This design comes from an exercise in tuning for small area, a short achievable clock period and few clock cycles per item on the open sky130 flow, not from production work.
The RTL was checked by simulation tests, not by an equivalence proof against the original design.

## flow/design.v (module list and top-level ports; edited modules follow where they fit)
// module cmul_round: 1288 lines
// module bfly_add: 234 lines
// module butterfly2_pipe: 191 lines
module butterfly2_pipe #(
    parameter int N = 16,
    parameter int Q = 14
) (
    input  logic                clk,
    input  logic                rst,
    input  logic                in_valid,
    output logic                in_ready,
    input  logic                in_inv,
    input  logic                in_scale,
    input  logic signed [N-1:0] in0_r,
    input  logic signed [N-1:0] in0_i,
    input  logic signed [N-1:0] in1_r,
    input  logic signed [N-1:0] in1_i,
    input  logic signed [N-1:0] twiddle_r,
    input  logic signed [N-1:0] twiddle_i,
    output logic                out_valid,
    input  logic                out_ready,
    output logic signed [N-1:0] out0_r,
    output logic signed [N-1:0] out0_i,
    output logic signed [N-1:0] out1_r,
    output logic signed [N-1:0] out1_i,
    output logic                ovf,
    input  logic                ovf_clr
);
  // ...
==> flow/flow/run.sh <==
#!/bin/bash
# The standard layout (standard.sh: ORFS with the standard flow's config, constraints
# and scripts), with two changes after synthesis:
#  - the buffers ORFS puts on every input and output port are buf_2 cells
#    instead of the default clkdlybuf4s50_1 delay cells;
#  - timing repair aims at 4.9 ns of setup slack at the fixed 9 ns period
#    (a 4.1 ns path delay).
# Synthesis is the standard one, run on its own first.
set -euo pipefail
export BUFFER_PORTS_ARGS="-buffer_cell sky130_fd_sc_hd__buf_2"
bash standard.sh synth > synth.log 2>&1
bash standard.sh finish SETUP_SLACK_MARGIN=4.9 > layout.log 2>&1
==> flow/standard.sh <==
#!/bin/bash
# synth_recipe.tcl (not shown) runs the flow's synth.tcl, then flattens the netlist and writes it again
# the make line also repeats each setting of config.mk as NAME=value (left out here)
make -C /OpenROAD-flow-scripts/flow DESIGN_CONFIG=/design/flow/config.mk WORK_HOME=/design/flow/orfs CLKGATE_MAP_FILE= SYNTH_SCRIPT=/design/flow/synth_recipe.tcl "${@:-finish}"
==> flow/config.mk <==
export PLATFORM = sky130hd
export DESIGN_NAME = butterfly2_pipe
export DESIGN_NICKNAME = butterfly2_pipe
export VERILOG_FILES = /design/flow/design.v
export SDC_FILE = /design/flow/constraint.sdc
export NUM_CORES = 4
export LEC_CHECK = 0
export CAP_MARGIN = 20
export CORE_MARGIN = 2
export CORE_UTILIZATION = 40
export SLEW_MARGIN = 20
==> flow/constraint.sdc <==
create_clock -name core_clock -period 9.0 [get_ports {clk}]
set_input_delay 1.8000 -clock core_clock [delete_from_list [all_inputs] [get_ports {clk}]]
set_output_delay 1.8000 -clock core_clock [all_outputs]
set_load 0.01 [all_outputs]
==> out/metrics.cfg, run 1 <==
[run_status]
status = timing/DRC/antenna clean

[worst_hold_path]
hp-start = r_sc2
hold_class = reg2reg
holdPathEnd = r_sc3

[global_routing]
grt_pass1_vias = 28320
met2_usage = 0.3615

[sta]
finalHoldViolCount = 0
tns_ns = 0
period_needed_ns = 4.136

[final_layout]
syn2layout_area_growth_pct = 12.49
design.seq.count = 353
drive_gt1_frac = 0.1230

[drt]
maxUsedRoutingLayer = met5
firstDrtPassIters = 7
route.antenna.remaining_nets = 0
drc = 0

[worst_setup_path]
crit_buf_inv = 5
crit_family = buffers and inverters
max_stage_delay_ns = 0.43
slowest_stage = edfxtp_1
cp.depth = 9
cp_data_arrival_time_ns = 2.34

[logic_synthesis]
ys_types = 57
yosysWarnings = 1
synth-compound-area-share = 0.1256
yosys.area.top_type = edfxtp_1
yosysMostFrequentCell = xnor2_1
ys_ff_latch = 353
ys_top_cells_by_area = edfxtp_1 (27%), fa_1 (27%), xnor2_1 (13%)
synth-edff-count = 347

[die]
die_w_um = 314.3
dieArea_um2 = 98810
n_tap_cell = 1265

[clock_tree]
clock-sinks = 353
cts_resized = 88

Testbench counts, summed over its fixed seeds: cycles 24,024, items 24,000.
==> inputs of run 2 (changes only) <==
--- a/flow/config.mk
+++ b/flow/config.mk
@@ -10,2 +10,4 @@
 export CORE_UTILIZATION = 40
+export CTS_CLUSTER_DIAMETER = 80
+export CTS_CLUSTER_SIZE = 30
 export SLEW_MARGIN = 20
==> run 2 against run 1 <==
  * Still clean on timing, DRC and antenna
  * Sequential share of layout area is 0.40 points higher
  * Fmax is 0.17% lower
  * Final cell count is 0.82% lower
  * First-iteration DRC count is 2.3% lower
  * Worst setup slack worse by 0.0069 ns
  * Register-to-register slack worse by 0.02 ns
  * Critical path depth is 5 lower
  * Synthesized cell count stayed put
  * Non-clock buffer count is 14 lower
  * Sequential cell count stayed put
  * Die area stayed put
  * Largest cell class unchanged
==> out/metrics.cfg, run 2 <==
[run_status]
status = timing/DRC/antenna clean  ; unchanged

[final_layout]
final_core_util = 0.4473  ; was 0.4548
final_cell_mix = xnor2_1 (556), fa_1 (512), inv_1 (450)  ; unchanged
final_nets = 4368  ; was 4396
drive_gt1_frac = 0.1102  ; was 0.1230
syn2layout_area_growth_pct = 10.65  ; was 12.49%
n_antenna_cell = 0  ; unchanged
final_common_cell = xnor2_1  ; unchanged

[die]
die_h_um = 314.3  ; unchanged
core_um2 = 95290  ; unchanged
initial_utilization = 0.4043  ; unchanged
io_pins = 170  ; unchanged
row_count = 113  ; unchanged
die_w_um = 314.3  ; unchanged
dieArea_um2 = 98810  ; unchanged

[placed_design]
finalWeightedCongestion = 0.8805  ; unchanged
post-place-ws_ns = 3.865  ; unchanged
portBuffers = 169  ; unchanged
dp_hpwl_um = 73450  ; unchanged

[worst_setup_path]
crit_family = buffers and inverters  ; unchanged
crit_chain = buf_6 -> nor2b_4 -> clkinvlp_4 -> buf_12  ; was buf_12 -> buf_16 -> o211ai_1 -> o31ai_4 -> nor2_4 -> buf_6 -> buf_12 -> a21oi_2 -> buf_2
required_ns = 7.20  ; about the same
crit_buf_inv = 3  ; was 5
cp_max_fo = 2  ; was 7
cp_data_arrival_time_ns = 2.34  ; about the same
max_stage_delay_ns = 0.16  ; was 0.43 ns
worstSetupPathType = in2out  ; was reg2out
cp-end-kind = primary output  ; unchanged
startpoint_type = primary input  ; was flop
slowest_stage = buf_12  ; was edfxtp_1

[clock_tree]
clock-sinks = 353  ; unchanged
cts_buffers = 31  ; was 45
cts_tree = yes  ; unchanged
clkTransAtPathRegs_ns = 0.09  ; was 0.06 ns
postCtsHoldBufs = 0  ; unchanged
clock_latency_ns = 0.64  ; about the same
clock_path_buffers = 3  ; unchanged
ctsHtreeMaxLevel = 1  ; was 2
root_buffer = clkbuf_16  ; unchanged

[drt]
firstDrtPassIters = 6  ; was 7
route.vias.total = 27010  ; was 27180
viasPerCell = 5.558  ; was 5.547
route.antenna.remaining_nets = 0  ; unchanged
drt_iter0_drc = 2527  ; was 2586
wl_per_cell_um = 22.56  ; was 22.61 um
drt_wl_total_um = 109600  ; was 110800 um
drc = 0  ; unchanged

[sta]
tns_ns = 0  ; unchanged
finalSetupViolations = 0  ; unchanged
fmax_ghz = 0.2414  ; was 0.2418 GHz
period_needed_ns = 4.143  ; was 4.136 ns
relSlewSlack = 0.4267  ; was 0.4142
post-route-period-util = 0.4603  ; was 0.4596
worst_slew_pin_slew_ns = 0.8600  ; was 0.8788 ns
worst_slack_ns = 4.857  ; was 4.864 ns
rsz0062_at_grt = true  ; unchanged
skew_ns = 0.02543  ; was 0.04981 ns
slew_viol_final = 0  ; unchanged
finalHoldViolCount = 0  ; unchanged

[logic_synthesis]
synth_top_area_frac = 0.2705  ; unchanged
synth_common_cells = xnor2_1 (557), fa_1 (512), inv_1 (451)  ; unchanged
yosysMostFrequentCell = xnor2_1  ; unchanged
synth_cells = 3526  ; unchanged
yosysSeqAreaShare = 0.2736  ; unchanged
ys_ff_latch = 353  ; unchanged
ys.flop_type = edfxtp_1  ; unchanged
netlist_area_um2 = 38520  ; unchanged
ys_top_cells_by_area = edfxtp_1 (27%), fa_1 (27%), xnor2_1 (13%)  ; unchanged
yosys.area.top_type = edfxtp_1  ; unchanged
syn_nets = 4323  ; unchanged
async_flop_share = 0  ; unchanged
synth-edff-count = 347  ; unchanged
yosysWarnings = 1  ; unchanged
ys_types = 57  ; unchanged
synth.avg_cell_area_um2 = 10.93  ; unchanged

[worst_hold_path]
hold_class = reg2reg  ; unchanged

[global_routing]
grt_overflow = 0  ; unchanged
grt_max_degree = 134  ; unchanged
antenna_found_initial = 1  ; was 4
track_usage = 0.2210  ; was 0.2241
grt_pass1_vias = 28190  ; was 28320
grt_pass1_wl_um = 168400  ; was 169700 um

[flow_run]
cap_viol_max_count = 0  ; unchanged

run 2: cell types whose count changed in the layout (fill, tap and decap cells not counted), moves of 5 or more:
cell	change
buf_2	+7
clkinv_2	-6
a21oi_1	+27
a21oi_2	-19
buf_12	-5
clkbuf_16	-17
clkinv_8	+5
clkbuf_1	-12
inv_8	+5
a21oi_4	-8
clkinv_1	-8
buf_6	-8
run 2: kinds of logic after synthesis:
group                      after synthesis  synth area share
buffers and inverters                  742           0.07233
adders and majority gates              694            0.3252
AOI/OAI and AO/OA                      693            0.1256
xor gates and xnor gates               659            0.1498
DFF                                    353            0.2736
and+or+nand+nor                        326           0.03810
muxes                                   59           0.01536
run 2: final cells by class:
| cell class | instances | area [um^2] |
|---|---|---|
| repair buffers | 288 | 2156 |
| clock buffers | 31 | 775.7 |
| well taps | 1265 | 1583 |
| fillers | 9002 | 52670 |
| clock inverters | 26 | 424.2 |
| multi-input cells | 2431 | 25350 |
| flip-flops and latches | 353 | 10540 |
| inverters | 466 | 1798 |
run 2: worst paths after layout:
check / endpoint / slack [ns] / cells after the start / start
max: in_ready / 4.86 / 4 / out_ready
max reg2reg: r_im2[8] / 4.96 / 9 / r_one_r1[4]
min reg2reg: r_sc3 / 0.42 / 0 / r_sc2
min: r_sc3 / 0.42 / 0 / r_sc2
run 2: through the flow:
stage | instances | cell area, um^2 | hold slack [ns]
finish | 4860 | 42630 | 0.4243
global route | 4860 | 42630 | 0.4396
CTS | 4843 | 42210 | 0.4273
detailed placement | 4768 | 40580 | 0.4045
global placement | 4768 | 40580 | 0.4036
floorplan | 3526 | 38550 | 0.4003
run 2: metal layers:
layer,up-vias,part of all wire,global-route usage
met5,-,0.00012,0
met4,2,0.037,0.08236
met3,218,0.083,0.03241
met2,1336,0.47,0.3569
met1,13600,0.41,0.3020
li1,11860,-,-
run 2: what timing repair did:
action / 4_1_cts / 5_1_grt
setup endpoints to repair: 185 / 118
endpoints found under the hold margin: 0 / 0
pin swaps: 8 / 8
buffers inserted: 16 / 17
cloned: 2 / 0
resized for setup: 56 / 81
==> inputs of run 3 (changes only) <==
--- a/flow/flow/run.sh
+++ b/flow/flow/run.sh
@@ -5,4 +5,4 @@
 #    instead of the default clkdlybuf4s50_1 delay cells;
-#  - timing repair aims at 4.9 ns of setup slack at the fixed 9 ns period
-#    (a 4.1 ns path delay).
+#  - timing repair aims at 4.8 ns of setup slack at the fixed 9 ns period
+#    (a 4.2 ns path delay).
 # Synthesis is the standard one, run on its own first.
@@ -11,2 +11,2 @@
 bash standard.sh synth > synth.log 2>&1
-bash standard.sh finish SETUP_SLACK_MARGIN=4.9 > layout.log 2>&1
+bash standard.sh finish SETUP_SLACK_MARGIN=4.8 > layout.log 2>&1
--- a/flow/config.mk
+++ b/flow/config.mk
@@ -10,4 +10,2 @@
 export CORE_UTILIZATION = 40
-export CTS_CLUSTER_DIAMETER = 80
-export CTS_CLUSTER_SIZE = 30
 export SLEW_MARGIN = 20
==> run 3 against run 2 <==
  * Worst hold slack better by 0.012 ns
  * Sequential share of layout area is essentially flat
  * Highest routed layer is now met4
  * Sequential cell count is the same
  * First-iteration DRC count is 9.6% higher
  * Critical path depth rose by 1
  * Non-clock buffer count down 11
  * Final area fell by 0.18%
  * Core utilization down 0.081 points
  * Die area is the same
  * Wire length is 0.32% higher
  * Via count is 0.34% lower
  * Count of clock-buffer cells in the layout is 22 higher
==> out/metrics.cfg, run 3 <==
[global_routing]
grt_overflow = 0  ; unchanged
antenna_found_initial = 1  ; unchanged
track_usage = 0.2242  ; was 0.2210
grt_use_met1 = 0.3111  ; was 0.3020
grt_pass1_wl_um = 169500  ; was 168400 um
top_usage_layer = met2  ; unchanged
grt_pass1_vias = 28130  ; was 28190
met2_usage = 0.3531  ; was 0.3569
grt_max_degree = 82  ; was 134
grtUsageMet3 = 0.03808  ; was 0.03241

[flow_run]
cap_viol_max_count = 0  ; unchanged

[logic_synthesis]
yosysWarnings = 1  ; unchanged
synth_top_area_frac = 0.2705  ; unchanged
ys_ff_latch = 353  ; unchanged
synth-edff-count = 347  ; unchanged
ys_types = 57  ; unchanged
synth_common_cells = xnor2_1 (557), fa_1 (512), inv_1 (451)  ; unchanged
async_flop_share = 0  ; unchanged
yosysSeqAreaShare = 0.2736  ; unchanged
synth.avg_cell_area_um2 = 10.93  ; unchanged
ys.flop_type = edfxtp_1  ; unchanged
ys_top_cells_by_area = edfxtp_1 (27%), fa_1 (27%), xnor2_1 (13%)  ; unchanged
yosysMostFrequentCell = xnor2_1  ; unchanged
netlist_area_um2 = 38520  ; unchanged
synth_cells = 3526  ; unchanged
syn_nets = 4323  ; unchanged
yosys.area.top_type = edfxtp_1  ; unchanged

[clock_tree]
clock_path_buffers = 3  ; unchanged
clkTransAtPathRegs_ns = 0.07  ; was 0.09 ns
clock_latency_ns = 0.64  ; about the same
clock-sinks = 353  ; unchanged
cts_buffers = 45  ; was 31
root_buffer = clkbuf_16  ; unchanged
ctsHtreeMaxLevel = 2  ; was 1
cts_tree = yes  ; unchanged

[sta]
worst_slew_pin_slew_ns = 1.016  ; was 0.8600 ns
relSlewSlack = 0.3228  ; was 0.4267
rsz0062_at_grt = true  ; unchanged
finalSetupViolations = 0  ; unchanged
tns_ns = 0  ; unchanged
post-route-period-util = 0.4714  ; was 0.4603
period_needed_ns = 4.243  ; was 4.143 ns
fmax_ghz = 0.2357  ; was 0.2414 GHz
skew_ns = 0.04303  ; was 0.02543 ns
slew_viol_final = 0  ; unchanged
finalHoldViolCount = 0  ; unchanged

[drt]
route.antenna.remaining_nets = 0  ; unchanged
drc = 0  ; unchanged
route.vias.total = 26920  ; was 27010
drt_wl_total_um = 110000  ; was 109600 um
firstDrtPassIters = 9  ; was 6
viasPerCell = 5.526  ; was 5.558
wl_per_cell_um = 22.58  ; was 22.56 um
drt_iter0_drc = 2769  ; was 2527

[worst_setup_path]
r2r-start = r_im0[8]  ; was r_one_r1[4]
cp_max_fo = 2  ; unchanged
cp-startpoint = out_ready  ; unchanged
crit_top_cell = buf_6
cp-end-kind = primary output  ; unchanged
crit_buf_inv = 4  ; was 3
crit_chain = buf_6 -> nor2b_4 -> clkinvlp_4 -> buf_12 -> buf_6  ; was buf_6 -> nor2b_4 -> clkinvlp_4 -> buf_12
cp_data_arrival_time_ns = 2.44  ; was 2.34 ns
required_ns = 7.20  ; about the same
crit_family = buffers and inverters  ; unchanged
startpoint_type = primary input  ; unchanged
max_stage_delay_ns = 0.15  ; was 0.16 ns
slowest_stage = buf_12  ; unchanged
worstSetupPathType = in2out  ; unchanged

[final_layout]
final_core_util = 0.4465  ; was 0.4473
final_cell_mix = xnor2_1 (556), fa_1 (512), inv_1 (450)  ; unchanged
n_antenna_cell = 0  ; unchanged
final_common_cell = xnor2_1  ; unchanged
drive_gt1_frac = 0.1051  ; was 0.1102
final_nets = 4373  ; was 4368
syn2layout_area_growth_pct = 10.45  ; was 10.65%

[die]
row_count = 113  ; unchanged
die_w_um = 314.3  ; unchanged
dieArea_um2 = 98810  ; unchanged
die_h_um = 314.3  ; unchanged
io_pins = 170  ; unchanged
initial_utilization = 0.4043  ; unchanged
core_um2 = 95290  ; unchanged

[worst_hold_path]
hold_class = reg2reg  ; unchanged
hp-start = r_sc2  ; unchanged

[run_status]
status = timing/DRC/antenna clean  ; unchanged

[placed_design]
finalWeightedCongestion = 0.8591  ; was 0.8805
dp_hpwl_um = 73170  ; was 73450 um
portBuffers = 169  ; unchanged

==> run 3: final timing paths <==
| check | endpoint | slack [ns] | depth (start not counted) |
|---|---|---|---|
| setup reg to reg | r_x0i[17] | 4.81 | 13 |
| setup / recovery | in_ready | 4.76 | 5 |
| hold reg to reg | r_sc3 | 0.44 | 0 |
| hold / removal | r_sc3 | 0.44 | 0 |
==> run 3: kinds of logic after synthesis <==
| logic type | after synthesis | synth area share |
|---|---|---|
| compound gates | 693 | 0.1256 |
| xor+xnor | 659 | 0.1498 |
| fa+ha+maj | 694 | 0.3252 |
| buf+inv | 742 | 0.07233 |
| flops | 353 | 0.2736 |
| mux | 59 | 0.01536 |
| simple gates | 326 | 0.03810 |
==> run 3: what timing repair did <==
item	4_1_cts	5_1_grt
hold buffers	0	0
endpoints found under the setup margin	201	106
buffers inserted	11	9
resized for setup	34	28
gates cloned	4	0
pin swaps	4	3
==> run 3: final cells by class <==
| type | instances | area, um^2 |
|---|---|---|
| flip-flops and latches | 353 | 10540 |
| inverters | 466 | 1785 |
| repair inverters | 2 | 12.51 |
| repair buffers | 277 | 1873 |
| multi-input cells | 2431 | 25290 |
| well taps | 1265 | 1583 |
| clock buffers | 53 | 1177 |
| fillers | 8967 | 52740 |
| clock inverters | 24 | 291.5 |
==> run 3: metrics by stage <==
step                std cells  setup slack, ns  cell area, um^2  hold WS [ns]
finish                   4871            4.757            42550        0.4363
global route             4871            4.661            42550        0.4461
CTS                      4862            4.705            42370        0.4373
detailed placement       4770            3.666            40580        0.4090
global placement         4770            3.693            40580        0.4025
floorplan                3526            1.371            38540        0.4003
==> run 3: per-layer routing <==
| layer | vias to the layer above | routed length, um |
|---|---|---|
| met5 | - | 0 |
| met4 | 0 | 4204 |
| met3 | 259 | 8989 |
| met2 | 1270 | 50350 |
| met1 | 13520 | 46450 |
| li1 | 11870 | - |
==> module butterfly2_pipe, before the edit <==
module butterfly2_pipe #(
    parameter int N = 16,
    parameter int Q = 14
) (
    input  logic                clk,
    input  logic                rst,
    input  logic                in_valid,
    output logic                in_ready,
    input  logic                in_inv,
    input  logic                in_scale,
    input  logic signed [N-1:0] in0_r,
    input  logic signed [N-1:0] in0_i,
    input  logic signed [N-1:0] in1_r,
    input  logic signed [N-1:0] in1_i,
    input  logic signed [N-1:0] twiddle_r,
    input  logic signed [N-1:0] twiddle_i,
    output logic                out_valid,
    input  logic                out_ready,
    output logic signed [N-1:0] out0_r,
    output logic signed [N-1:0] out0_i,
    output logic signed [N-1:0] out1_r,
    output logic signed [N-1:0] out1_i,
    output logic                ovf,
    input  logic                ovf_clr
);
    localparam int L  = 11;
    localparam int H  = 23;
    localparam int LC = 7;
    logic                w_en;
    logic                r_v1, r_v2, r_v3;
    logic [7:0]          w_one_r, w_two_r, w_neg_r;
    logic [7:0]          w_one_i, w_two_i, w_negi_im;
    for (genvar k = 0; k < 8; k++) begin : g_booth
        logic hr, mr, lr, hi, mi, li;
        assign hr = twiddle_r[2*k+1];
        assign mr = twiddle_r[2*k];
        assign hi = twiddle_i[2*k+1];
        assign mi = twiddle_i[2*k];
        if (k == 0) begin : g_lsb
            assign lr = 1'b0;
            assign li = 1'b0;
        end else begin : g_mid
            assign lr = twiddle_r[2*k-1];
            assign li = twiddle_i[2*k-1];
        end
        assign w_one_r[k]   = mr ^ lr;
        assign w_neg_r[k]   = hr;
        assign w_one_i[k]   = mi ^ li;
        assign w_negi_im[k] = hi ^ in_inv;
        if (k == 7) begin : g_top
            assign w_two_r[k] = 1'b0;
            assign w_two_i[k] = 1'b0;
        end else begin : g_two
            assign w_two_r[k] = (hr ^ mr) & ~(mr ^ lr);
            assign w_two_i[k] = (hi ^ mi) & ~(mi ^ li);
        end
    end
    logic [15:0]         r_ar1, r_ai1, r_br1, r_bi1;
    logic [7:0]          r_one_r1, r_two_r1, r_neg_r1;
    logic [7:0]          r_one_i1, r_two_i1, r_negi_im1;
    logic                r_sc1;
    logic [31-LC:0]      w_re0, w_re1, w_im0, w_im1;
    logic [H-L:0]        w_re2, w_im2;
    logic                w_cl_re, w_cl_im;
    logic [31-LC:0]      r_re0, r_re1, r_im0, r_im1;
    logic [H-L:0]        r_re2, r_im2;
    logic                r_cl_re, r_cl_im;
    logic [16:0]         r_apr2, r_api2;    
    logic                r_sc2;
    logic [17:0]         w_x0r, w_x0i, w_x1r, w_x1i;
    logic [17:0]         r_x0r, r_x0i, r_x1r, r_x1i;
    logic                r_sc3;
    logic                r_first;            
    logic                r_ovf, r_clr;       
    logic                w_ovf;
    assign w_en     = ~r_v3 | out_ready;
    assign in_ready = w_en;
    always_ff @(posedge clk) begin
        if (rst) begin
            r_v1 <= 1'b0;
            r_v2 <= 1'b0;
            r_v3 <= 1'b0;
        end else if (w_en) begin
            r_v1 <= in_valid;
            r_v2 <= r_v1;
            r_v3 <= r_v2;
        end
    end
    always_ff @(posedge clk) begin
        if (w_en) begin
            r_ar1      <= in0_r;
            r_ai1      <= in0_i;
            r_br1      <= in1_r;
            r_bi1      <= in1_i;
            r_one_r1   <= w_one_r;
            r_two_r1   <= w_two_r;
            r_neg_r1   <= w_neg_r;
            r_one_i1   <= w_one_i;
            r_two_i1   <= w_two_i;
            r_negi_im1 <= w_negi_im;
            r_sc1      <= in_scale;
        end
    end
    cmul_round u_re (
        .b1   (r_br1),
        .b2   (r_bi1),
        .neg1 (r_neg_r1),
        .one1 (r_one_r1),
        .two1 (r_two_r1),
        .neg2 (~r_negi_im1),
        .one2 (r_one_i1),
        .two2 (r_two_i1),
        .r0   (w_re0),
        .r1   (w_re1),
        .r2   (w_re2),
        .cl   (w_cl_re)
    );
    cmul_round u_im (
        .b1   (r_br1),
        .b2   (r_bi1),
        .neg1 (r_negi_im1),
        .one1 (r_one_i1),
        .two1 (r_two_i1),
        .neg2 (r_neg_r1),
        .one2 (r_one_r1),
        .two2 (r_two_r1),
        .r0   (w_im0),
        .r1   (w_im1),
        .r2   (w_im2),
        .cl   (w_cl_im)
    );
    always_ff @(posedge clk) begin
        if (w_en) begin
            r_re0   <= w_re0;
            r_re1   <= w_re1;
            r_re2   <= w_re2;
            r_cl_re <= w_cl_re;
            r_im0   <= w_im0;
            r_im1   <= w_im1;
            r_im2   <= w_im2;
            r_cl_im <= w_cl_im;
            r_apr2  <= {r_ar1[15], r_ar1} + {16'd0, r_sc1};
            r_api2  <= {r_ai1[15], r_ai1} + {16'd0, r_sc1};
            r_sc2   <= r_sc1;
        end
    end
    bfly_add u_xr (.ap(r_apr2), .r0(r_re0), .r1(r_re1), .r2(r_re2), .cl(r_cl_re), .x0(w_x0r), .x1(w_x1r));
    bfly_add u_xi (.ap(r_api2), .r0(r_im0), .r1(r_im1), .r2(r_im2), .cl(r_cl_im), .x0(w_x0i), .x1(w_x1i));
    function automatic logic ov_fn(input logic [17:0] x, input logic sc);
        if (sc) ov_fn = x[17] ^ x[16];
        else    ov_fn = (x[17] ^ x[16]) | (x[16] ^ x[15]);
    endfunction
    function automatic logic [15:0] sat_fn(input logic [17:0] x, input logic sc);
        if (ov_fn(x, sc)) sat_fn = {x[17], {15{~x[17]}}};
        else if (sc)      sat_fn = x[16:1];
        else              sat_fn = x[15:0];
    endfunction
    always_ff @(posedge clk) begin
        if (w_en) begin
            r_x0r <= w_x0r;
            r_x0i <= w_x0i;
            r_x1r <= w_x1r;
            r_x1i <= w_x1i;
            r_sc3 <= r_sc2;
        end
    end
    always_ff @(posedge clk) begin
        if (rst) begin
            r_first <= 1'b0;
            r_ovf   <= 1'b0;
        end else begin
            r_first <= w_en & r_v2;
            r_ovf   <= w_ovf;
        end
        r_clr <= ovf_clr;
    end
    assign w_ovf = (r_first & (ov_fn(r_x0r, r_sc3) | ov_fn(r_x0i, r_sc3) |
                               ov_fn(r_x1r, r_sc3) | ov_fn(r_x1i, r_sc3))) |
                   (~r_clr & r_ovf);
    logic [15:0] w_o0r, w_o0i, w_o1r, w_o1i;
    assign w_o0r = sat_fn(r_x0r, r_sc3);
    assign w_o0i = sat_fn(r_x0i, r_sc3);
    assign w_o1r = sat_fn(r_x1r, r_sc3);
    assign w_o1i = sat_fn(r_x1i, r_sc3);
    assign out_valid = r_v3;
    assign out0_r    = w_o0r;
    assign out0_i    = w_o0i;
    assign out1_r    = w_o1r;
    assign out1_i    = w_o1i;
    assign ovf       = w_ovf;
endmodule
==> inputs of run 4 (changes only) <==
--- a/flow/design.v
+++ b/flow/design.v
@@ -1552,2 +1552,3 @@
     logic                r_v1, r_v2, r_v3;
+    logic                r_nv3;              
     logic [7:0]          w_one_r, w_two_r, w_neg_r;
@@ -1598,12 +1599,14 @@
     assign w_en     = ~r_v3 | out_ready;
-    assign in_ready = w_en;
+    assign in_ready = r_nv3 | out_ready;
     always_ff @(posedge clk) begin
         if (rst) begin
-            r_v1 <= 1'b0;
-            r_v2 <= 1'b0;
-            r_v3 <= 1'b0;
+            r_v1  <= 1'b0;
+            r_v2  <= 1'b0;
+            r_v3  <= 1'b0;
+            r_nv3 <= 1'b1;
         end else if (w_en) begin
-            r_v1 <= in_valid;
-            r_v2 <= r_v1;
-            r_v3 <= r_v2;
+            r_v1  <= in_valid;
+            r_v2  <= r_v1;
+            r_v3  <= r_v2;
+            r_nv3 <= ~r_v2;
         end
--- a/flow/flow/run.sh
+++ b/flow/flow/run.sh
@@ -5,4 +5,4 @@
 #    instead of the default clkdlybuf4s50_1 delay cells;
-#  - timing repair aims at 4.8 ns of setup slack at the fixed 9 ns period
-#    (a 4.2 ns path delay).
+#  - timing repair aims at 5.0 ns of setup slack at the fixed 9 ns period
+#    (a 4.0 ns path delay).
 # Synthesis is the standard one, run on its own first.
@@ -11,2 +11,2 @@
 bash standard.sh synth > synth.log 2>&1
-bash standard.sh finish SETUP_SLACK_MARGIN=4.8 > layout.log 2>&1
+bash standard.sh finish SETUP_SLACK_MARGIN=5.0 > layout.log 2>&1
==> run 4 against run 3 <==
  * Still clean on timing, DRC and antenna
  * Count of clock-buffer cells in the layout rose by 1
  * Synthesized area rose by 0.32%
  * Final cell count rose by 1.0%
  * First-iteration DRC count fell by 3.6%
  * Core utilization rose by 0.71 points
  * Sequential share of layout area fell by 0.59 points
  * Clock skew fell by 0.020 ns
  * Final area rose by 2.7%
  * Register-to-register slack improved by 0.24 ns
  * Critical endpoint is now out1_i[9]
==> out/metrics.cfg, run 4 <==
[sta]
finalSetupViolations = 0  ; unchanged
rsz0062_at_grt = true  ; unchanged
tns_ns = 0  ; unchanged
worst_slew_pin_slew_ns = 1.095  ; was 1.016 ns
fmax_ghz = 0.2475  ; was 0.2357 GHz
finalHoldViolCount = 0  ; unchanged
relSlewSlack = 0.2701  ; was 0.3228
slew_viol_final = 0  ; unchanged
period_needed_ns = 4.040  ; was 4.243 ns
post-route-period-util = 0.4489  ; was 0.4714
skew_ns = 0.02343  ; was 0.04303 ns

[die]
io_pins = 170  ; unchanged
die_w_um = 314.8  ; was 314.3 um
die_h_um = 314.8  ; was 314.3 um
dieArea_um2 = 99120  ; was 98810 um^2
initial_utilization = 0.4014  ; was 0.4043
row_count = 114  ; was 113
core_um2 = 96280  ; was 95290 um^2

[placed_design]
placed_cells = 4797  ; was 4770
dp_hpwl_um = 75940  ; was 73170 um
finalWeightedCongestion = 0.9080  ; was 0.8591
portBuffers = 169  ; unchanged

[drt]
firstDrtPassIters = 7  ; was 9
drt_wl_total_um = 113800  ; was 110000 um
drt_iter0_drc = 2670  ; was 2769
wl_met2_um = 51350  ; was 50350 um
drc = 0  ; unchanged
wl_per_cell_um = 23.12  ; was 22.58 um
route.antenna.remaining_nets = 0  ; unchanged
maxUsedRoutingLayer = met4  ; unchanged
wl_met3_um = 11330  ; was 8989 um
met1Wirelength_um = 45760  ; was 46450 um
route.vias.total = 27160  ; was 26920
viasPerCell = 5.521  ; was 5.526

[worst_setup_path]
worstSetupPathType = reg2out  ; was in2out
startpoint_type = flop  ; was primary input
cp_max_fo = 14  ; was 2
cp-end-kind = primary output  ; unchanged
required_ns = 7.20  ; about the same
cp_data_arrival_time_ns = 2.24  ; was 2.44 ns

[final_layout]
final_cell_mix = xnor2_1 (557), fa_1 (511), inv_1 (453)  ; was xnor2_1 (556), fa_1 (512), inv_1 (450)
final_cells = 4920  ; was 4871
drive_gt1_frac = 0.1230  ; was 0.1051
final_common_cell = xnor2_1  ; unchanged
syn2layout_area_growth_pct = 13.01  ; was 10.45%
final.fill_count = 8991  ; was 8967
final_nets = 4406  ; was 4373

[logic_synthesis]
yosysWarnings = 1  ; unchanged
yosys.area.top_type = edfxtp_1  ; unchanged
synth_top_area_frac = 0.2696  ; was 0.2705
synth.avg_cell_area_um2 = 10.90  ; was 10.93 um^2
synth_common_cells = xnor2_1 (563), fa_1 (512), inv_1 (454)  ; was xnor2_1 (557), fa_1 (512), inv_1 (451)
syn_nets = 4342  ; was 4323
ys_ff_latch = 354  ; was 353
yosysMostFrequentCell = xnor2_1  ; unchanged
ys_top_cells_by_area = edfxtp_1 (27%), fa_1 (27%), xnor2_1 (13%)  ; unchanged
synth-edff-count = 347  ; unchanged
synth_cells = 3545  ; was 3526
yosysSeqAreaShare = 0.2732  ; was 0.2736
async_flop_share = 0  ; unchanged
ys.flop_type = edfxtp_1  ; unchanged
ys_types = 65  ; was 57
netlist_area_um2 = 38650  ; was 38520 um^2

[flow_run]
cap_viol_max_count = 0  ; unchanged

[clock_tree]
clock_latency_ns = 0.60  ; was 0.64 ns
clkTransAtPathRegs_ns = 0.06  ; was 0.07 ns
ctsHtreeMaxLevel = 2  ; unchanged
clock_path_buffers = 3  ; unchanged
cts_tree = yes  ; unchanged
cts_buffers = 46  ; was 45
clock-sinks = 354  ; was 353
root_buffer = clkbuf_16  ; unchanged

[global_routing]
grt_max_degree = 177  ; was 82
antenna_found_initial = 1  ; unchanged
grt_pass1_wl_um = 170600  ; was 169500 um
grt_pass1_vias = 27870  ; was 28130
track_usage = 0.2261  ; was 0.2242
grt_overflow = 0  ; unchanged

[run_status]
status = timing/DRC/antenna clean  ; unchanged

[worst_hold_path]
hold_class = reg2reg  ; unchanged

[run 4: cell count changes in the layout (fill, tap and decap cells not counted), sizes merged, moves of 5 or more]
cell	delta
a211oi	-5
a21oi	-8
a31oi	+5
buf	+7
clkbuf	+7
nand2	+19
nor2b	-7
nor3	-5
o21ai	+11
o21bai	+5
xnor2	+6
[run 4: timing repair]
action | in CTS | in global routing
buffers inserted | 18 | 12
gates resized for setup | 115 | 151
pin swaps | 8 | 14
setup endpoints to repair | 185 | 96
hold endpoints to repair | 0 | 0
gates cloned | 5 | 5
hold buffers | 0 | 0
[run 4: path summary, 6_finish.rpt]
path | start | end | slack, ns | depth (start not counted)
worst max-delay path | r_sc3 | out1_i[9] | 4.96 | 8
worst min-delay path | r_sc2 | r_sc3 | 0.42 | 0
worst max register to register | r_br1[5] | r_re1[3] | 5.05 | 10
worst min register to register | r_sc2 | r_sc3 | 0.42 | 0
[run 4: worst max-delay path, stage by stage (launching register included)]
cell	delay, ns
edfxtp_1	0.41
buf_6	0.14
buf_12	0.11
o211ai_1	0.26
o31ai_4	0.15
buf_4	0.17
buf_12	0.14
a21oi_2	0.12
buf_2	0.14
[run 4: logic make-up (layout without fill, tap and decap cells)]
kind of cell / count (synthesis) / in the layout / share of synthesized area
buffers and inverters: 745 / 842 / 0.07242
multiplexers: 59 / 59 / 0.01531
XOR/XNOR: 663 / 663 / 0.1502
adder cells (fa/ha/maj): 694 / 694 / 0.3241
other: 0 / 1 / 0
AO/OA/AOI/OAI: 700 / 700 / 0.1264
AND/OR/NAND/NOR: 330 / 331 / 0.03827
flip-flops: 354 / 354 / 0.2732
[run 4: stage by stage]
step | worst slack [ns] | instance area [um^2] | hold slack [ns] | utilization
floorplan | 1.349 | 38680 | 0.4003 | -
global placement | 4.371 | 40700 | 0.4060 | 0.4227
CTS | 4.931 | 42950 | 0.4238 | 0.4461
detailed placement | 4.333 | 40700 | 0.4098 | 0.4228
finish | 4.960 | 43680 | 0.4216 | 0.4537
global route | 4.877 | 43680 | 0.4426 | 0.4536
[run 4: cell type report]
cell class,count,area [um^2],share of cell area
inverters,468,1818,0.04162
flip-flops and latches,354,10560,0.2418
repair buffers,292,2589,0.05927
clock inverters,28,331.6,0.007591
multi-input cells,2447,25600,0.5861
well taps,1276,1597,0.03655
clock buffers,54,1181,0.02704
diodes,1,2.502,0.00005729
[run 4: routing by layer]
metal / vias to the layer above / track usage
met5: - / 0
met4: 0 / 0.09004
met3: 334 / 0.04835
met2: 1480 / 0.3543
met1: 13400 / 0.3062
li1: 11950 / -
Testbench counts of run 4, summed over its fixed seeds: cycles 24,024, items 24,000.
==> inputs of run 5 (changes only) <==
--- a/flow/config.mk
+++ b/flow/config.mk
@@ -10,2 +10,4 @@
 export CORE_UTILIZATION = 40
+export CTS_CLUSTER_DIAMETER = 80
+export CTS_CLUSTER_SIZE = 30
 export SLEW_MARGIN = 20
==> run 5 against run 4 <==
  * Register-to-register slack lost 0.03 ns
  * Critical path depth shrank 5
  * Synthesized area is the same
  * Clock skew is 0.022 ns higher
  * Via count barely moved
  * Count of clock-buffer cells in the layout fell by 25
  * Non-clock buffer count increased by 6
  * Core utilization down 0.34 points
  * Highest routed layer unchanged
==> out/metrics.cfg, run 5 <==
[clock_tree]
clock_latency_ns = 0.65  ; was 0.60 ns
cts_buffers = 28  ; was 46
clock-sinks = 354  ; unchanged
clock_path_buffers = 3  ; unchanged
cts_tree = yes  ; unchanged
postCtsHoldBufs = 0  ; unchanged
root_buffer = clkbuf_16  ; unchanged
ctsHtreeMaxLevel = 1  ; was 2
clkTransAtPathRegs_ns = 0.10  ; was 0.06 ns

[logic_synthesis]
async_flop_share = 0  ; unchanged
ys_ff_latch = 354  ; unchanged
synth_cells = 3545  ; unchanged
ys.flop_type = edfxtp_1  ; unchanged
synth-edff-count = 347  ; unchanged
synth.avg_cell_area_um2 = 10.90  ; unchanged
yosys.area.top_type = edfxtp_1  ; unchanged
synth_common_cells = xnor2_1 (563), fa_1 (512), inv_1 (454)  ; unchanged
synth_top_area_frac = 0.2696  ; unchanged
yosysWarnings = 1  ; unchanged
ys_types = 65  ; unchanged
syn_nets = 4342  ; unchanged
yosysMostFrequentCell = xnor2_1  ; unchanged
ys_top_cells_by_area = edfxtp_1 (27%), fa_1 (27%), xnor2_1 (13%)  ; unchanged
netlist_area_um2 = 38650  ; unchanged
yosysSeqAreaShare = 0.2732  ; unchanged

[die]
io_pins = 170  ; unchanged
die_h_um = 314.8  ; unchanged
dieArea_um2 = 99120  ; unchanged
row_count = 114  ; unchanged
core_um2 = 96280  ; unchanged
initial_utilization = 0.4014  ; unchanged
die_w_um = 314.8  ; unchanged

[sta]
post-route-period-util = 0.4472  ; was 0.4489
holdWs_ns = 0.4351  ; was 0.4216 ns
tns_ns = 0  ; unchanged
finalHoldViolCount = 0  ; unchanged
period_needed_ns = 4.025  ; was 4.040 ns
worst_slack_ns = 4.975  ; was 4.960 ns
slew_viol_final = 0  ; unchanged
worst_slew_pin_slew_ns = 1.068  ; was 1.095 ns
fmax_ghz = 0.2484  ; was 0.2475 GHz
relSlewSlack = 0.2878  ; was 0.2701
finalSetupViolations = 0  ; unchanged
rsz0062_at_grt = true  ; unchanged
skew_ns = 0.04591  ; was 0.02343 ns

[global_routing]
track_usage = 0.2239  ; was 0.2261
grt_pass1_vias = 27640  ; was 27870
grt_overflow = 0  ; unchanged
grt_max_degree = 177  ; unchanged
grt_pass1_wl_um = 169600  ; was 170600 um
antenna_found_initial = 1  ; unchanged

[final_layout]
regArea_um2 = 10560  ; unchanged
final_common_cell = xnor2_1  ; unchanged
final_area_um2 = 43350  ; was 43680 um^2
final_cell_mix = xnor2_1 (558), fa_1 (508), inv_1 (453)  ; was xnor2_1 (557), fa_1 (511), inv_1 (453)
final_nets = 4394  ; was 4406
multi_input_area_um2 = 25590  ; was 25600 um^2
final_core_util = 0.4502  ; was 0.4537
final.fill_count = 8996  ; was 8991
drive_gt1_frac = 0.1197  ; was 0.1230
syn2layout_area_growth_pct = 12.16  ; was 13.01%

[placed_design]
dp_hpwl_um = 75940  ; unchanged
post-place-ws_ns = 4.333  ; unchanged
finalWeightedCongestion = 0.9080  ; unchanged
placed_area_um2 = 40700  ; unchanged
portBuffers = 169  ; unchanged

[drt]
viasPerCell = 5.550  ; was 5.521
route.antenna.remaining_nets = 0  ; unchanged
route.vias.total = 27170  ; was 27160
firstDrtPassIters = 7  ; unchanged
wl_per_cell_um = 22.99  ; was 23.12 um
drt_wl_total_um = 112600  ; was 113800 um
drt_iter0_drc = 2851  ; was 2670
drc = 0  ; unchanged

[worst_setup_path]
cp_data_arrival_time_ns = 2.23  ; was 2.24 ns
cp-end-kind = primary output  ; unchanged
worstSetupPathType = in2out  ; was reg2out
cp_max_fo = 2  ; was 14
required_ns = 7.20  ; about the same
startpoint_type = primary input  ; was flop

[flow_run]
cap_viol_max_count = 0  ; unchanged

[run_status]
status = timing/DRC/antenna clean  ; unchanged

[worst_hold_path]
hold_class = reg2reg  ; unchanged

-- run 5: cell count changes in the layout (fill, tap and decap cells not counted), moves of 8 or more --
cell / delta
a21oi_1: +12
a21oi_2: -12
a22oi_2: +8
clkbuf_1: -8
buf_8: +9
clkbuf_16: -19
a22oi_1: -8
buf_6: -8
-- run 5: repair_timing --
item                                    CTS  global route
resized for setup                       100           177
buffers inserted                         21            17
cloned                                    4             4
pin swaps                                 8            19
endpoints found under the setup margin  129           148
-- run 5: kinds of logic after synthesis --
family | count (synthesis) | share of synthesized area
buffers and inverters | 745 | 0.07242
AOI/OAI and AO/OA | 700 | 0.1264
adders and majority gates | 694 | 0.3241
xor gates and xnor gates | 663 | 0.1502
DFF | 354 | 0.2732
and+or+nand+nor | 330 | 0.03827
muxes | 59 | 0.01531
-- run 5: path summary, 6_finish.rpt --
| kind | start | to | slack, ns | cells after the start |
|---|---|---|---|---|
| setup reg to reg | r_re0[16] | r_x1r[17] | 5.02 | 12 |
| hold reg to reg | r_sc2 | r_sc3 | 0.44 | 0 |
| hold / removal | r_sc2 | r_sc3 | 0.44 | 0 |
| setup / recovery | out_ready | in_ready | 4.97 | 3 |
-- run 5: layout make-up --
| cell class | count | area share |
|---|---|---|
| inverter | 468 | 0.04211 |
| clock buffer | 29 | 0.01674 |
| multi-input combinational | 2447 | 0.5903 |
| timing repair buffer | 298 | 0.06093 |
| clock inverter | 22 | 0.009409 |
| sequential | 354 | 0.2436 |
| tap | 1276 | 0.03683 |
| antenna | 1 | 0.00005773 |
-- run 5: worst max-delay path, stage by stage --
cell and delay, ns:
buf_6 0.09, or2_4 0.22, buf_6 0.12
-- run 5: stage by stage --
step	instances
after floorplan	3545
after global placement	4797
after detailed placement	4797
after CTS	4873
after global routing	4894
final	4895
-- run 5: metal layers --
metal	global-route usage	wire, um	vias to the layer above
li1	-	-	11910
met1	0.3078	45940	13520
met2	0.3521	51000	1434
met5	0	0	-
met4	0.07976	4798	0
met3	0.04473	10810	305
==> inputs of run 6 (changes only) <==
--- a/flow/config.mk
+++ b/flow/config.mk
@@ -9,3 +9,3 @@
 export CORE_MARGIN = 2
-export CORE_UTILIZATION = 40
+export CORE_UTILIZATION = 45
 export CTS_CLUSTER_DIAMETER = 80
==> run 6 against run 5 <==
  * Still clean
  * Final area grew 0.59%
  * Clock skew shrank 0.018 ns
  * Global-route usage grew 3.0 points
  * Fmax shrank 2.1%
  * Register-to-register slack gained 0.03 ns
  * Count of clock-buffer cells in the layout is the same
  * Sequential share of layout area shrank 0.14 points
  * Synthesized area is the same
==> out/metrics.cfg, run 6 <==
[sta]
tns_ns = 0  ; unchanged
slew_viol_final = 0  ; unchanged
finalHoldViolCount = 0  ; unchanged
post-route-period-util = 0.4567  ; was 0.4472
worst_slew_pin_slew_ns = 0.8639  ; was 1.068 ns
fmax_ghz = 0.2433  ; was 0.2484 GHz
rsz0062_at_grt = true  ; unchanged
period_needed_ns = 4.110  ; was 4.025 ns
skew_ns = 0.02767  ; was 0.04591 ns
relSlewSlack = 0.4240  ; was 0.2878
finalSetupViolations = 0  ; unchanged

[global_routing]
grt_pass1_wl_um = 172400  ; was 169600 um
grt_pass1_vias = 28090  ; was 27640
grt_overflow = 0  ; unchanged
grt_max_degree = 121  ; was 177
track_usage = 0.2542  ; was 0.2239
antenna_found_initial = 0  ; was 1

[worst_setup_path]
crit_top_cell = nor2_4  ; was buf_6
r2r_slack_ns = 5.05  ; was 5.02 ns
worstSetupPathType = reg2out  ; was in2out
cp-end-kind = primary output  ; unchanged
cp_max_fo = 7  ; was 2
ff2ff_path_depth = 12  ; unchanged
required_ns = 7.20  ; about the same
timing.rr.end = r_x1r[17]  ; unchanged
max_stage_delay_ns = 0.44  ; was 0.22 ns
slowest_stage = edfxtp_1  ; was or2_4
startpoint_type = flop  ; was primary input
cp_data_arrival_time_ns = 2.31  ; was 2.23 ns
crit_chain = buf_12 -> buf_16 -> buf_4 -> nor2_4 -> nor2_4 -> buf_6 -> nor2_4 -> buf_6 -> buf_12 -> a21oi_1 -> buf_2  ; was buf_6 -> or2_4 -> buf_6
r2r-start = r_re0[15]  ; was r_re0[16]

[final_layout]
final_cell_mix = xnor2_1 (558), fa_1 (510), inv_1 (453)  ; was xnor2_1 (558), fa_1 (508), inv_1 (453)
final_common_cell = xnor2_1  ; unchanged
final_nets = 4417  ; was 4394
multi_input_area_um2 = 25690  ; was 25590 um^2
regArea_um2 = 10560  ; unchanged
syn2layout_area_growth_pct = 12.82  ; was 12.16%
drive_gt1_frac = 0.1301  ; was 0.1197
final.fill_count = 7631  ; was 8996

[die]
die_w_um = 297.1  ; was 314.8 um
dieArea_um2 = 88240  ; was 99120 um^2
row_count = 107  ; was 114
initial_utilization = 0.4539  ; was 0.4014
core_um2 = 85150  ; was 96280 um^2
io_pins = 170  ; unchanged
die_h_um = 297.1  ; was 314.8 um

[clock_tree]
root_buffer = clkbuf_16  ; unchanged
cts_buffers = 28  ; unchanged
clock-sinks = 354  ; unchanged
cts_tree = yes  ; unchanged
clock_latency_ns = 0.63  ; was 0.65 ns
ctsHtreeMaxLevel = 1  ; unchanged
clock_path_buffers = 3  ; unchanged
postCtsHoldBufs = 0  ; unchanged
clkTransAtPathRegs_ns = 0.10  ; about the same

[drt]
route.vias.total = 27400  ; was 27170
wl_met3_um = 11470  ; was 10810 um
drt_wl_total_um = 113400  ; was 112600 um
wl_met2_um = 50710  ; was 51000 um
firstDrtPassIters = 6  ; was 7
viasPerCell = 5.723  ; was 5.550
drt_iter0_drc = 2682  ; was 2851
maxUsedRoutingLayer = met4  ; unchanged
drc = 0  ; unchanged
wl_per_cell_um = 23.68  ; was 22.99 um
met1Wirelength_um = 45990  ; was 45940 um
route.antenna.remaining_nets = 0  ; unchanged

[worst_hold_path]
holdPathEnd = r_nv3  ; was r_sc3
hold_depth = 2  ; was 0
hp-start = r_nv3  ; was r_sc2
hold_class = reg2reg  ; unchanged

[placed_design]
dp_hpwl_um = 74690  ; was 75940 um
finalWeightedCongestion = 0.8875  ; was 0.9080
portBuffers = 169  ; unchanged

[logic_synthesis]
synth_top_area_frac = 0.2696  ; unchanged
synth_cells = 3545  ; unchanged
ys_ff_latch = 354  ; unchanged
yosysMostFrequentCell = xnor2_1  ; unchanged
ys.flop_type = edfxtp_1  ; unchanged
netlist_area_um2 = 38650  ; unchanged
ys_types = 65  ; unchanged
synth_common_cells = xnor2_1 (563), fa_1 (512), inv_1 (454)  ; unchanged
yosys.area.top_type = edfxtp_1  ; unchanged
yosysWarnings = 1  ; unchanged
ys_top_cells_by_area = edfxtp_1 (27%), fa_1 (27%), xnor2_1 (13%)  ; unchanged
async_flop_share = 0  ; unchanged
syn_nets = 4342  ; unchanged
synth.avg_cell_area_um2 = 10.90  ; unchanged
yosysSeqAreaShare = 0.2732  ; unchanged
synth-edff-count = 347  ; unchanged

[flow_run]
cap_viol_max_count = 0  ; unchanged

[run_status]
status = timing/DRC/antenna clean  ; unchanged

## run 6: cell counts after synthesis
No cell type changed its count.
## run 6: worst max-delay path by stage
stage / slack, ns / depth (start not counted) / start / endpoint
floorplan: 1.35 / 3 / out_ready / r_ai1[0]
global placement: 4.17 / 7 / r_sc3 / out0_r[8]
detailed placement: 4.01 / 7 / r_sc3 / out0_r[12]
CTS: 4.82 / 9 / r_sc3 / out1_i[0]
global route: 4.75 / 9 / r_sc3 / out1_i[1]
finish: 4.89 / 11 / r_sc3 / out0_r[12]
## run 6: kinds of logic (layout without fill, tap and decap cells)
family | after synthesis | count (layout) | share of synthesized area
and+or+nand+nor | 330 | 331 | 0.03827
other | 0 | 1 | 0
DFF | 354 | 354 | 0.2732
adders and majority gates | 694 | 694 | 0.3241
buffers and inverters | 745 | 841 | 0.07242
muxes | 59 | 59 | 0.01531
xor gates and xnor gates | 663 | 663 | 0.1502
AOI/OAI and AO/OA | 700 | 700 | 0.1264
## run 6: critical path, delay by kind of cell (launching register included)
kind,cells,cell delay [ns]
AOI/OAI and AO/OA,1,0.05
and+or+nand+nor,3,0.25
DFF,1,0.44
buffers and inverters,7,0.94
## run 6: layer usage
| metal | vias to the layer above | track usage |
|---|---|---|
| met5 | - | 0 |
| met4 | 0 | 0.1031 |
| met3 | 345 | 0.04893 |
| met1 | 13560 | 0.3511 |
| li1 | 11970 | - |
| met2 | 1522 | 0.3944 |
## run 6: repair_timing
action | CTS | global route
endpoints found under the setup margin | 152 | 90
gates resized for setup | 142 | 178
cloned | 7 | 2
pin swaps | 11 | 16
buffers inserted | 30 | 27
## run 6: layout make-up
cell class | count | area share
clock inverters | 23 | 0.008666
flip-flops and latches | 354 | 0.2422
multi-input cells | 2447 | 0.5892
repair buffers | 321 | 0.06809
diodes | 1 | 0.00005739
inverters | 468 | 0.04235
clock buffers | 29 | 0.01664
well taps | 1144 | 0.03283
## run 6: through the flow
stage / util / instances / hold slack (ns) / instance area (um^2) / setup WS, ns
2_1_floorplan: - / 3545 / 0.4003 / 38680 / 1.349
3_3_place_gp: 0.4764 / 4667 / 0.4304 / 40560 / 4.172
3_5_place_dp: 0.4764 / 4667 / 0.4292 / 40560 / 4.012
4_1_cts: 0.5012 / 4756 / 0.4511 / 42680 / 4.821
5_1_grt: 0.5121 / 4786 / 0.4882 / 43600 / 4.751
6_report: 0.5121 / 4787 / 0.4468 / 43600 / 4.890
==> inputs of run 7 (changes only) <==
--- a/flow/flow/run.sh
+++ b/flow/flow/run.sh
@@ -5,4 +5,4 @@
 #    instead of the default clkdlybuf4s50_1 delay cells;
-#  - timing repair aims at 5.0 ns of setup slack at the fixed 9 ns period
-#    (a 4.0 ns path delay).
+#  - timing repair aims at 5.15 ns of setup slack at the fixed 9 ns period
+#    (a 3.85 ns path delay).
 # Synthesis is the standard one, run on its own first.
@@ -11,2 +11,2 @@
 bash standard.sh synth > synth.log 2>&1
-bash standard.sh finish SETUP_SLACK_MARGIN=5.0 > layout.log 2>&1
+bash standard.sh finish SETUP_SLACK_MARGIN=5.15 > layout.log 2>&1
--- a/flow/config.mk
+++ b/flow/config.mk
@@ -9,3 +9,3 @@
 export CORE_MARGIN = 2
-export CORE_UTILIZATION = 45
+export CORE_UTILIZATION = 40
 export CTS_CLUSTER_DIAMETER = 80
==> run 7 against run 6 <==
  * Still clean on timing, DRC and antenna
  * Synthesized cell count did not move
  * Register-to-register slack got worse by 0.03 ns
  * Final area rose by 5.7%
  * First-iteration DRC count rose by 30%
  * Fmax rose by 2.1%
==> out/metrics.cfg, run 7 <==
[logic_synthesis]
netlist_area_um2 = 38650  ; unchanged
ys_top_cells_by_area = edfxtp_1 (27%), fa_1 (27%), xnor2_1 (13%)  ; unchanged
yosysWarnings = 1  ; unchanged
yosysSeqAreaShare = 0.2732  ; unchanged
synth_common_cells = xnor2_1 (563), fa_1 (512), inv_1 (454)  ; unchanged
ys_types = 65  ; unchanged
yosysMostFrequentCell = xnor2_1  ; unchanged
async_flop_share = 0  ; unchanged
synth_cells = 3545  ; unchanged
synth-edff-count = 347  ; unchanged
yosys.area.top_type = edfxtp_1  ; unchanged
synth.avg_cell_area_um2 = 10.90  ; unchanged
synth_top_area_frac = 0.2696  ; unchanged
ys.flop_type = edfxtp_1  ; unchanged
ys_ff_latch = 354  ; unchanged
syn_nets = 4342  ; unchanged

[clock_tree]
cts_buffers = 28  ; unchanged
clock-sinks = 354  ; unchanged
root_buffer = clkbuf_16  ; unchanged
ctsHtreeMaxLevel = 1  ; unchanged
cts_tree = yes  ; unchanged
clkTransAtPathRegs_ns = 0.09  ; was 0.10 ns
clock_latency_ns = 0.66  ; was 0.63 ns
postCtsHoldBufs = 0  ; unchanged
clock_path_buffers = 3  ; unchanged

[run_status]
status = timing/DRC/antenna clean  ; unchanged

[die]
dieArea_um2 = 99120  ; was 88240 um^2
die_w_um = 314.8  ; was 297.1 um
die_h_um = 314.8  ; was 297.1 um
io_pins = 170  ; unchanged
row_count = 114  ; was 107
core_um2 = 96280  ; was 85150 um^2
initial_utilization = 0.4014  ; was 0.4539

[final_layout]
final_nets = 4478  ; was 4417
multi_input_area_um2 = 26820  ; was 25690 um^2
final.fill_count = 8658  ; was 7631
drive_gt1_frac = 0.2142  ; was 0.1301
final_cells = 4980  ; was 4787
final_cell_mix = xnor2_1 (532), inv_1 (443), fa_1 (412)  ; was xnor2_1 (558), fa_1 (510), inv_1 (453)
final_core_util = 0.4787  ; was 0.5121
final_area_um2 = 46090  ; was 43600 um^2
regArea_um2 = 10560  ; unchanged
syn2layout_area_growth_pct = 19.25  ; was 12.82%
final_common_cell = xnor2_1  ; unchanged

[sta]
tns_ns = 0  ; unchanged
slew_viol_final = 0  ; unchanged
fmax_ghz = 0.2483  ; was 0.2433 GHz
period_needed_ns = 4.027  ; was 4.110 ns
finalSetupViolations = 0  ; unchanged
finalHoldViolCount = 0  ; unchanged
relSlewSlack = 0.3330  ; was 0.4240
worst_slack_ns = 4.973  ; was 4.890 ns
rsz0062_at_grt = true  ; unchanged
skew_ns = 0.05091  ; was 0.02767 ns
worst_slew_pin_slew_ns = 1.000  ; was 0.8639 ns
holdWs_ns = 0.4211  ; was 0.4468 ns
post-route-period-util = 0.4475  ; was 0.4567

[drt]
route.antenna.remaining_nets = 0  ; unchanged
drc = 0  ; unchanged
met1Wirelength_um = 48490  ; was 45990 um
wl_met2_um = 54720  ; was 50710 um
viasPerCell = 5.694  ; was 5.723
drt_iter0_drc = 3496  ; was 2682
firstDrtPassIters = 8  ; was 6
route.vias.total = 28360  ; was 27400
wl_per_cell_um = 24.80  ; was 23.68 um
wl_met3_um = 13470  ; was 11470 um
maxUsedRoutingLayer = met5  ; was met4
drt_wl_total_um = 123500  ; was 113400 um

[worst_setup_path]
worstSetupPathType = in2out  ; was reg2out
startpoint_type = primary input  ; was flop
cp-end-kind = primary output  ; unchanged
cp_max_fo = 2  ; was 7
required_ns = 7.20  ; about the same
cp_data_arrival_time_ns = 2.23  ; was 2.31 ns
crit_chain = buf_6 -> or2_4 -> buf_6  ; was buf_12 -> buf_16 -> buf_4 -> nor2_4 -> nor2_4 -> buf_6 -> nor2_4 -> buf_6 -> buf_12 -> a21oi_1 -> buf_2
crit_top_cell = buf_6  ; was nor2_4
max_stage_delay_ns = 0.22  ; was 0.44 ns
slowest_stage = or2_4  ; was edfxtp_1

[placed_design]
finalWeightedCongestion = 0.9004  ; was 0.8875
post-place-ws_ns = 4.275  ; was 4.012 ns
placed_area_um2 = 40730  ; was 40560 um^2
dp_hpwl_um = 76520  ; was 74690 um
portBuffers = 169  ; unchanged
placed_cells = 4799  ; was 4667

[global_routing]
antenna_found_initial = 1  ; was 0
grt_max_degree = 167  ; was 121
track_usage = 0.2425  ; was 0.2542
grt_pass1_wl_um = 180900  ; was 172400 um
grt_pass1_vias = 28750  ; was 28090
grt_overflow = 0  ; unchanged

[worst_hold_path]
hold_class = reg2reg  ; unchanged

[flow_run]
cap_viol_max_count = 0  ; unchanged

[run 7: cell counts after synthesis]
Identical to the previous run, type by type.
[run 7: cells by family (layout without fill, tap and decap cells)]
logic type,Yosys count,in the layout,share of synthesized area
buf+inv,745,903,0.07242
compound gates,700,700,0.1264
fa+ha+maj,694,694,0.3241
xor+xnor,663,663,0.1502
flops,354,354,0.2732
simple gates,330,330,0.03827
mux,59,59,0.01531
other cells,0,1,0
[run 7: final cells by class]
cell class,instances,share of cell area
Timing Repair Buffer,382,0.08937
Timing Repair inverter,1,0.0001086
Clock inverter,23,0.008823
Multi-Input combinational cell,2446,0.5818
Clock buffer,29,0.01575
Tap cell,1276,0.03464
Antenna cell,1,0.00005429
Inverter,468,0.04031
Sequential cell,354,0.2291
[run 7: timing repair]
item,in CTS,in global routing
pin swaps,54,183
cloned,19,8
setup endpoints to repair,409,137
endpoints found under the hold margin,0,0
resized for setup,328,302
setup buffers,57,44
[run 7: worst max-delay path, delay by kind of cell]
kind          cells  cell delay [ns]
buf+inv           2             0.21
simple gates      1             0.22
[run 7: final timing paths]
path / cells past startpoint / slack, ns / endpoint / start
setup / recovery: 3 / 4.97 / in_ready / out_ready
hold / removal: 0 / 0.42 / r_sc3 / r_sc2
setup reg to reg: 10 / 5.02 / r_im2[6] / r_one_r1[3]
hold reg to reg: 0 / 0.42 / r_sc3 / r_sc2
[run 7: layer usage]
layer | global-route usage | vias to the layer above
met5 | 0 | -
met4 | 0.1100 | 4
met3 | 0.05749 | 464
met2 | 0.3740 | 1691
met1 | 0.3243 | 14120
li1 | - | 12080

## static timing again, ports no longer ideal
How much do the figures lean on ideal ports? The routed layouts below were timed once more, with nothing changed but the port constraints.
Step 1, drivers: a clkbuf_16 drives clk and a buf_2 each remaining input, both assumed.
Step 2 moves the port delays by t, midway between the first and last clock arrival at a register: inputs arrive t later, outputs are due t later. That takes back most of the time a late clock gives input paths.
a / b / c = ideal / step 1 / step 2; a / b = the first two.
run | t (ns) | setup slack, ns | latest minus earliest clock arrival (ns) | worst data-port slew with drivers (ns) | cell pins on the clock port's net
run 1 | 0.680 | 4.864 / 4.794 / 4.406 | 0.051 / 0.051 | 0.10 | 1
run 2 | 0.701 | 4.857 / 4.823 / 4.432 | 0.027 / 0.028 | 0.08 | 1
run 3 | 0.679 | 4.757 / 4.725 / 4.446 | 0.045 / 0.045 | 0.05 | 1
run 4 | 0.659 | 4.960 / 4.889 / 4.934 | 0.024 / 0.024 | 0.08 | 1
run 5 | 0.700 | 4.975 / 4.910 / 4.922 | 0.046 / 0.047 | 0.08 | 1
run 6 | 0.687 | 4.890 / 4.822 / 4.944 | 0.030 / 0.030 | 0.06 | 1
run 7 | 0.700 | 4.973 / 4.919 / 4.586 | 0.057 / 0.057 | 0.07 | 1
After both steps every run listed still meets setup and hold. For run 1, which loses most, drivers alone change the setup slack by -0.070 ns; drivers and shift together by -0.458 ns.
